What follows belongs to an exercise in optimizing a design on an open flow for small area and a short achievable clock period; a production flow would make more cautious choices. Where RTL was checked, it was by simulation tests only, not by an equivalence proof against the original. Power is estimated from default activity; no workload was simulated. The clock port is modelled as an ideal driver; clocking choices that lean on that would not hold on a real chip.

Design mpi_endpoint, start of the top module:
module mpi_endpoint #(
  parameter int buf_depth = 16
) (
  input  logic               clk,
  input  logic               rst,
  output mpi_pkg::flit_t     noc_out_flit,
  output logic               noc_out_last,
  output logic               noc_out_valid,
  input  logic               noc_out_ready,
  input  mpi_pkg::flit_t     noc_in_flit,
  input  logic               noc_in_last,
  input  logic               noc_in_valid,
  output logic               noc_in_ready,
  input  mpi_pkg::bus_addr_t bus_addr,
  input  logic               bus_we,
  input  logic               bus_en,
  input  mpi_pkg::flit_t     bus_data_in,
  output mpi_pkg::flit_t     bus_data_out,
  output logic               bus_ack,
  output logic               bus_err,
  output logic               irq
);
==> module mpi_packet_buffer, before the edit <==
module mpi_packet_buffer #(
  parameter bit rel_marks = 1'b0
) (
  input  logic        clk,
  input  logic        rst,
  input  logic        push,
  input  logic [31:0] push_flit,
  input  logic        push_last,
  input  logic        pop,
  output logic [31:0] head_flit,
  output logic        head_last,
  output logic        full,
  output logic        full_nxt,
  output logic [14:0] ring_last
);
  localparam int ring_n = 15;
  logic [31:0]       mem [ring_n];
  logic [ring_n-1:0] last_mem;
  logic [3:0]        wr_ptr;
  logic [ring_n-1:0] rd_hot;
  logic [4:0]        count;
  logic              ring_busy;
  logic              head_used;
  logic              head_from_ring;
  logic              head_from_push;
  logic              ring_push;
  logic [31:0]       ring_flit;
  logic              ring_flit_last;
  assign full      = count[4];
  assign full_nxt  = rst ? 1'b0
                   : (count[4] && !pop) || ((count == 5'd15) && push && !pop);
  assign head_used = (count != 5'd0);
  assign ring_busy = (count[4:1] != 4'd0);
  assign head_from_ring = pop && ring_busy;
  assign head_from_push = push && (!head_used || (pop && !ring_busy));
  assign ring_push      = push && !head_from_push;
  always_comb begin
    ring_flit = 32'd0;
    for (int i = 0; i < ring_n; i++) begin
      ring_flit = ring_flit | ({32{rd_hot[i]}} & mem[i]);
    end
  end
  generate
    if (rel_marks) begin : g_rel
      logic [ring_n-1:0] rel_last;
      logic [ring_n:0]   fill_in;
      logic [ring_n:0]   upd;
      always_comb begin
        for (int j = 0; j < ring_n; j++) begin
          fill_in[j] = (count <= 5'(j + 1));
          upd[j]     = fill_in[j] ? push_last : rel_last[j];
        end
        fill_in[ring_n] = 1'b1;
        upd[ring_n]     = push_last;
      end
      always_ff @(posedge clk) begin
        for (int j = 0; j < ring_n; j++) begin
          rel_last[j] <= head_from_ring ? upd[j + 1] : upd[j];
        end
      end
      assign ring_flit_last = rel_last[0];
      assign ring_last      = rel_last;
    end else begin : g_abs
      always_ff @(posedge clk) begin
        for (int i = 0; i < ring_n; i++) begin
          if ((wr_ptr == 4'(i)) && !full) begin
            last_mem[i] <= push_last;
          end
        end
      end
      always_comb begin
        ring_flit_last = 1'b0;
        for (int i = 0; i < ring_n; i++) begin
          ring_flit_last = ring_flit_last | (rd_hot[i] & last_mem[i]);
        end
      end
      assign ring_last = '0;
    end
  endgenerate
  always_ff @(posedge clk) begin
    if (!head_used || pop) begin
      head_flit <= ring_busy ? ring_flit : push_flit;
      head_last <= ring_busy ? ring_flit_last : push_last;
    end
  end
  always_ff @(posedge clk) begin
    for (int i = 0; i < ring_n; i++) begin
      if ((wr_ptr == 4'(i)) && !full) begin
        mem[i] <= push_flit;
      end
    end
  end
  always_ff @(posedge clk) begin
    if (rst) begin
      wr_ptr <= 4'd0;
      rd_hot <= ring_n'(1);
      count  <= 5'd0;
    end else begin
      if (ring_push) begin
        wr_ptr <= (wr_ptr == 4'(ring_n - 1)) ? 4'd0 : wr_ptr + 4'd1;
      end
      if (head_from_ring) begin
        rd_hot <= {rd_hot[ring_n-2:0], rd_hot[ring_n-1]};
      end
      case ({push, pop})
        2'b10:   count <= count + 5'd1;
        2'b01:   count <= count - 5'd1;
        default: count <= count;
      endcase
    end
  end
endmodule
export LEC_CHECK = 0
export CAP_MARGIN = 20
export CORE_MARGIN = 2
export CORE_UTILIZATION = 65
export SETUP_SLACK_MARGIN = 2.9
export SLEW_MARGIN = 20
create_clock -name core_clock -period 6.0 [get_ports {clk}]
standard.sh (not shown) runs the stock make flow with config.mk's settings and CLKGATE_MAP_FILE= SYNTH_SCRIPT=/design/flow/synth_recipe.tcl, a recipe that flattens the netlist after the stock synthesis.
==> flow/flow/run.sh <==
#!/bin/bash
# Standard ORFS layout (the standard.sh and synthesis script) with these changes:
#  - port buffers are buf_2 cells instead of the default delay cells,
#  - resizing may change a cell's footprint,
#  - clock tree from clkbuf_16 cells in larger sink clusters, without dummy loads,
#  - the slow four-input OR/NOR cells are added to the platform's don't-use list,
#  - synthesis maps with ABC's delay relaxed for area (a copy of ORFS's scripts
#    whose abc_speed.script differs; every other step uses ORFS's own scripts).
# make's full output goes to flow_make.log in this folder; ORFS keeps each
# step's log under orfs/logs/.
set -euo pipefail
export BUFFER_PORTS_ARGS="-buffer_cell sky130_fd_sc_hd__buf_2"
export CTS_ARGS="-sink_clustering_enable -repair_clock_nets -dont_use_dummy_load -buf_list {sky130_fd_sc_hd__clkbuf_16} -sink_clustering_size 30 -sink_clustering_max_diameter 150"
platform_dont_use="sky130_fd_sc_hd__probe_p_8 sky130_fd_sc_hd__probec_p_8 sky130_fd_sc_hd__lpflow_bleeder_1 sky130_fd_sc_hd__lpflow_clkbufkapwr_1 sky130_fd_sc_hd__lpflow_clkbufkapwr_16 sky130_fd_sc_hd__lpflow_clkbufkapwr_2 sky130_fd_sc_hd__lpflow_clkbufkapwr_4 sky130_fd_sc_hd__lpflow_clkbufkapwr_8 sky130_fd_sc_hd__lpflow_clkinvkapwr_1 sky130_fd_sc_hd__lpflow_clkinvkapwr_16 sky130_fd_sc_hd__lpflow_clkinvkapwr_2 sky130_fd_sc_hd__lpflow_clkinvkapwr_4 sky130_fd_sc_hd__lpflow_clkinvkapwr_8 sky130_fd_sc_hd__lpflow_decapkapwr_12 sky130_fd_sc_hd__lpflow_decapkapwr_3 sky130_fd_sc_hd__lpflow_decapkapwr_4 sky130_fd_sc_hd__lpflow_decapkapwr_6 sky130_fd_sc_hd__lpflow_decapkapwr_8 sky130_fd_sc_hd__lpflow_inputiso0n_1 sky130_fd_sc_hd__lpflow_inputiso0p_1 sky130_fd_sc_hd__lpflow_inputiso1n_1 sky130_fd_sc_hd__lpflow_inputiso1p_1 sky130_fd_sc_hd__lpflow_inputisolatch_1 sky130_fd_sc_hd__lpflow_isobufsrc_1 sky130_fd_sc_hd__lpflow_isobufsrc_16 sky130_fd_sc_hd__lpflow_isobufsrc_2 sky130_fd_sc_hd__lpflow_isobufsrc_4 sky130_fd_sc_hd__lpflow_isobufsrc_8 sky130_fd_sc_hd__lpflow_isobufsrckapwr_16 sky130_fd_sc_hd__lpflow_lsbuf_lh_hl_isowell_tap_1 sky130_fd_sc_hd__lpflow_lsbuf_lh_hl_isowell_tap_2 sky130_fd_sc_hd__lpflow_lsbuf_lh_hl_isowell_tap_4 sky130_fd_sc_hd__lpflow_lsbuf_lh_isowell_4 sky130_fd_sc_hd__lpflow_lsbuf_lh_isowell_tap_1 sky130_fd_sc_hd__lpflow_lsbuf_lh_isowell_tap_2 sky130_fd_sc_hd__lpflow_lsbuf_lh_isowell_tap_4"
slow4=""
for c in or4 or4b or4bb nor4 nor4b nor4bb; do
  for d in 1 2 4; do slow4="$slow4 sky130_fd_sc_hd__${c}_${d}"; done
done
rm -rf abc_scripts
cp -r "$FLOW_HOME/scripts" abc_scripts
cat > abc_scripts/abc_speed.script <<'ABC'
&get -n
&st
&syn2
&dch -f
&nf -R 1000 -p
&put
buffer -c
topo
stime -c
upsize -c
dnsize -c
ABC
bash standard.sh MATCH_CELL_FOOTPRINT=0 "DONT_USE_CELLS=$platform_dont_use$slow4" "SCRIPTS_DIR=$PWD/abc_scripts" synth > flow_synth.log 2>&1
bash standard.sh MATCH_CELL_FOOTPRINT=0 "DONT_USE_CELLS=$platform_dont_use$slow4" finish > flow_make.log 2>&1
Then changed:
--- a/flow/design.v
+++ b/flow/design.v
@@ -42,4 +42,8 @@
   logic [3:0]        wr_ptr;
   logic [ring_n-1:0] rd_hot;
+  logic [3:0]        rd_ptr;
+  always_comb begin
+    for (int i = 0; i < ring_n; i++) rd_hot[i] = (rd_ptr == 4'(i));
+  end
   logic [4:0]        count;
   logic              ring_busy;
@@ -117,5 +121,5 @@
     if (rst) begin
       wr_ptr <= 4'd0;
-      rd_hot <= ring_n'(1);
+      rd_ptr <= 4'd0;
       count  <= 5'd0;
     end else begin
@@ -124,5 +128,5 @@
       end
       if (head_from_ring) begin
-        rd_hot <= {rd_hot[ring_n-2:0], rd_hot[ring_n-1]};
+        rd_ptr <= (rd_ptr == 4'(ring_n - 1)) ? 4'd0 : rd_ptr + 4'd1;
       end
       case ({push, pop})
- setup slack loses 0.060 ns
- wire length rose by 0.52%
- core utilization rose by 1.1 points
- global-route usage rose by 0.77 points
- cell count fell by 2.1%
- power fell by about 2%
- area after synthesis fell by about 1.5%
- final area is about the same
- register-to-register slack loses 0.15 ns
- maximum frequency fell by about 1.9%
Function not checked in the second run of this note: the RTL went through the layout flow alone.

---

## juniper
Another version of the RTL of mpi_endpoint (not shown whole).
Size in the first run: ~2,700 cells after synthesis, roughly 1,200 flip-flops, roughly 170 I/O pins.
// mpi_endpoint
module mpi_endpoint #(
  parameter int buf_depth = 16
) (
  input  logic               clk,
  input  logic               rst,
  output mpi_pkg::flit_t     noc_out_flit,
  output logic               noc_out_last,
  output logic               noc_out_valid,
  input  logic               noc_out_ready,
  input  mpi_pkg::flit_t     noc_in_flit,
  input  logic               noc_in_last,
  input  logic               noc_in_valid,
  output logic               noc_in_ready,
  input  mpi_pkg::bus_addr_t bus_addr,
  input  logic               bus_we,
  input  logic               bus_en,
  input  mpi_pkg::flit_t     bus_data_in,
  output mpi_pkg::flit_t     bus_data_out,
  output logic               bus_ack,
  output logic               bus_err,
  output logic               irq
);
  logic slot_fifo;
  logic slot_ctrl;
  assign slot_fifo = (bus_addr[5:2] == 4'h0);
  assign slot_ctrl = (bus_addr[5:2] == 4'h1);
  logic fifo_wr;
  logic fifo_rd;
  ...
clock: 6.0 ns
lec_check: 0
cap_margin: 20
core_margin: 2
core_utilization: 60
setup_slack_margin: 2.5
slew_margin: 20
run.sh (not shown) runs the stock make flow with config.mk's settings and CLKGATE_MAP_FILE= SYNTH_SCRIPT=/design/flow/synth_recipe.tcl, a recipe that flattens the netlist after the stock synthesis.
Stock flow here: none of the scripts above is used.
## Diff of input files: harbor against juniper
-- flow/design.v --
<<< juniper, line 38
  logic [31:0]       mem [ring_n];
  logic [ring_n-1:0] last_mem;
  logic [ring_n-1:0] wr_hot;
  logic [3:0]        rd_ptr;
  logic [ring_n-1:0] rd_hot;
  logic [4:0]        count;
  logic              ring_busy;
>>> harbor, line 38
  logic [31:0]       mem [ring_n];
  logic [ring_n-1:0] last_mem;
  logic [3:0]        wr_ptr;
  logic [3:0]        rd_ptr;
  logic [4:0]        count;
  logic              ring_busy;
<<< juniper, line 58
  assign ring_rd   = rd_ptr;
  always_comb begin
    rd_ptr = 4'd0;
    for (int i = 0; i < ring_n; i++) begin
      rd_ptr = rd_ptr | ({4{rd_hot[i]}} & 4'(i));
    end
  end
  always_comb begin
    ring_flit      = 32'd0;
    ring_flit_last = 1'b0;
    for (int i = 0; i < ring_n; i++) begin
      ring_flit      = ring_flit | ({32{rd_hot[i]}} & mem[i]);
      ring_flit_last = ring_flit_last | (rd_hot[i] & last_mem[i]);
    end
  end
  always_ff @(posedge clk) begin
    if (!head_used || pop) begin
      head_flit <= ring_busy ? ring_flit : push_flit;
      head_last <= ring_busy ? ring_flit_last : push_last;
>>> harbor, line 57
  assign ring_rd   = rd_ptr;
  always_comb begin
    ring_flit      = 32'd0;
    ring_flit_last = 1'b0;
    for (int i = 0; i < ring_n; i++) begin
      ring_flit      = ring_flit | ({32{rd_ptr == 4'(i)}} & mem[i]);
      ring_flit_last = ring_flit_last | ((rd_ptr == 4'(i)) & last_mem[i]);
    end
  end
  always_ff @(posedge clk) begin
    if (head_from_ring || head_from_push) begin
      head_flit <= ring_busy ? ring_flit : push_flit;
      head_last <= ring_busy ? ring_flit_last : push_last;
<<< juniper, line 78
  end
  always_ff @(posedge clk) begin
    for (int i = 0; i < ring_n; i++) begin
      if (wr_hot[i] && !full) begin
        mem[i]      <= push_flit;
        last_mem[i] <= push_last;
      end
    end
  end
  always_ff @(posedge clk) begin
    if (rst) begin
      wr_hot <= ring_n'(1);
      rd_hot <= ring_n'(1);
      count  <= 5'd0;
    end else begin
      if (ring_push) begin
        wr_hot <= {wr_hot[ring_n-2:0], wr_hot[ring_n-1]};
      end
      if (head_from_ring) begin
        rd_hot <= {rd_hot[ring_n-2:0], rd_hot[ring_n-1]};
      end
      case ({push, pop})
>>> harbor, line 71
  end
  always_ff @(posedge clk) begin
    if (ring_push) begin
      mem[wr_ptr]      <= push_flit;
      last_mem[wr_ptr] <= push_last;
    end
  end
  always_ff @(posedge clk) begin
    if (rst) begin
      wr_ptr <= 4'd0;
      rd_ptr <= 4'd0;
      count  <= 5'd0;
    end else begin
      if (ring_push) begin
        wr_ptr <= (wr_ptr == 4'(ring_n - 1)) ? 4'd0 : wr_ptr + 4'd1;
      end
      if (head_from_ring) begin
        rd_ptr <= (rd_ptr == 4'(ring_n - 1)) ? 4'd0 : rd_ptr + 4'd1;
      end
      case ({push, pop})
<<< juniper, line 202
  assign take_req     = noc_in_valid && noc_in_ready && is_req;
  always_ff @(posedge clk) begin
    if (!pending) begin
      reply_src <= noc_in_flit[23:19];
      reply_mid <= {noc_in_flit[31:27], noc_in_flit[18:2], enabled};
>>> harbor, line 193
  assign take_req     = noc_in_valid && noc_in_ready && is_req;
  always_ff @(posedge clk) begin
    if (take_req) begin
      reply_src <= noc_in_flit[23:19];
      reply_mid <= {noc_in_flit[31:27], noc_in_flit[18:2], enabled};
Notes after the runs:
Compared with juniper, harbor shows a higher proportion of layout cells with a drive suffix above 1.
Taking juniper as the reference, in harbor number of well taps saw an increase; insertion delay to the later sink of the worst-skew pair saw a decrease; combinational group share of total power saw little to no change; critical path depth saw a decrease.
Function not checked in juniper: the RTL went through the layout flow alone.

## what the ideal ports hide
Ports are ideal in the flow. The routed layouts listed here were re-timed in OpenROAD.
Step 1 sets driving cells, clkbuf_16 on the clock port and buf_2 on the other inputs (assumed; they add their load-dependent delay and slew).
Step 2 times the ports against the registers' clock, not the clock port: input delays grow and output delays shrink by t, the midpoint of the rising clock arrivals with the driver on.
a / b / c = ideal ports / drivers / drivers and shift; a / b = the first two.
run	t (ns)	slack for setup (ns)	worst setup path after step 2	slew at the worst register clock pin (ns)
the first run of note 1	0.678	2.821 / 2.786 / 2.237	input to register	0.12 / 0.12
the second run of note 1	0.662	2.761 / 2.713 / 2.433	input to register	0.12 / 0.12
juniper	0.753	2.225 / 2.225 / 1.870	input to register	0.07 / 0.07
harbor	0.742	2.328 / 2.300 / 1.931	input to register	0.07 / 0.07
After both steps setup and hold are still met in every run listed. The setup slack of the first run of note 1, which loses most, moves by -0.035 ns with the drivers and by -0.584 ns with both steps.
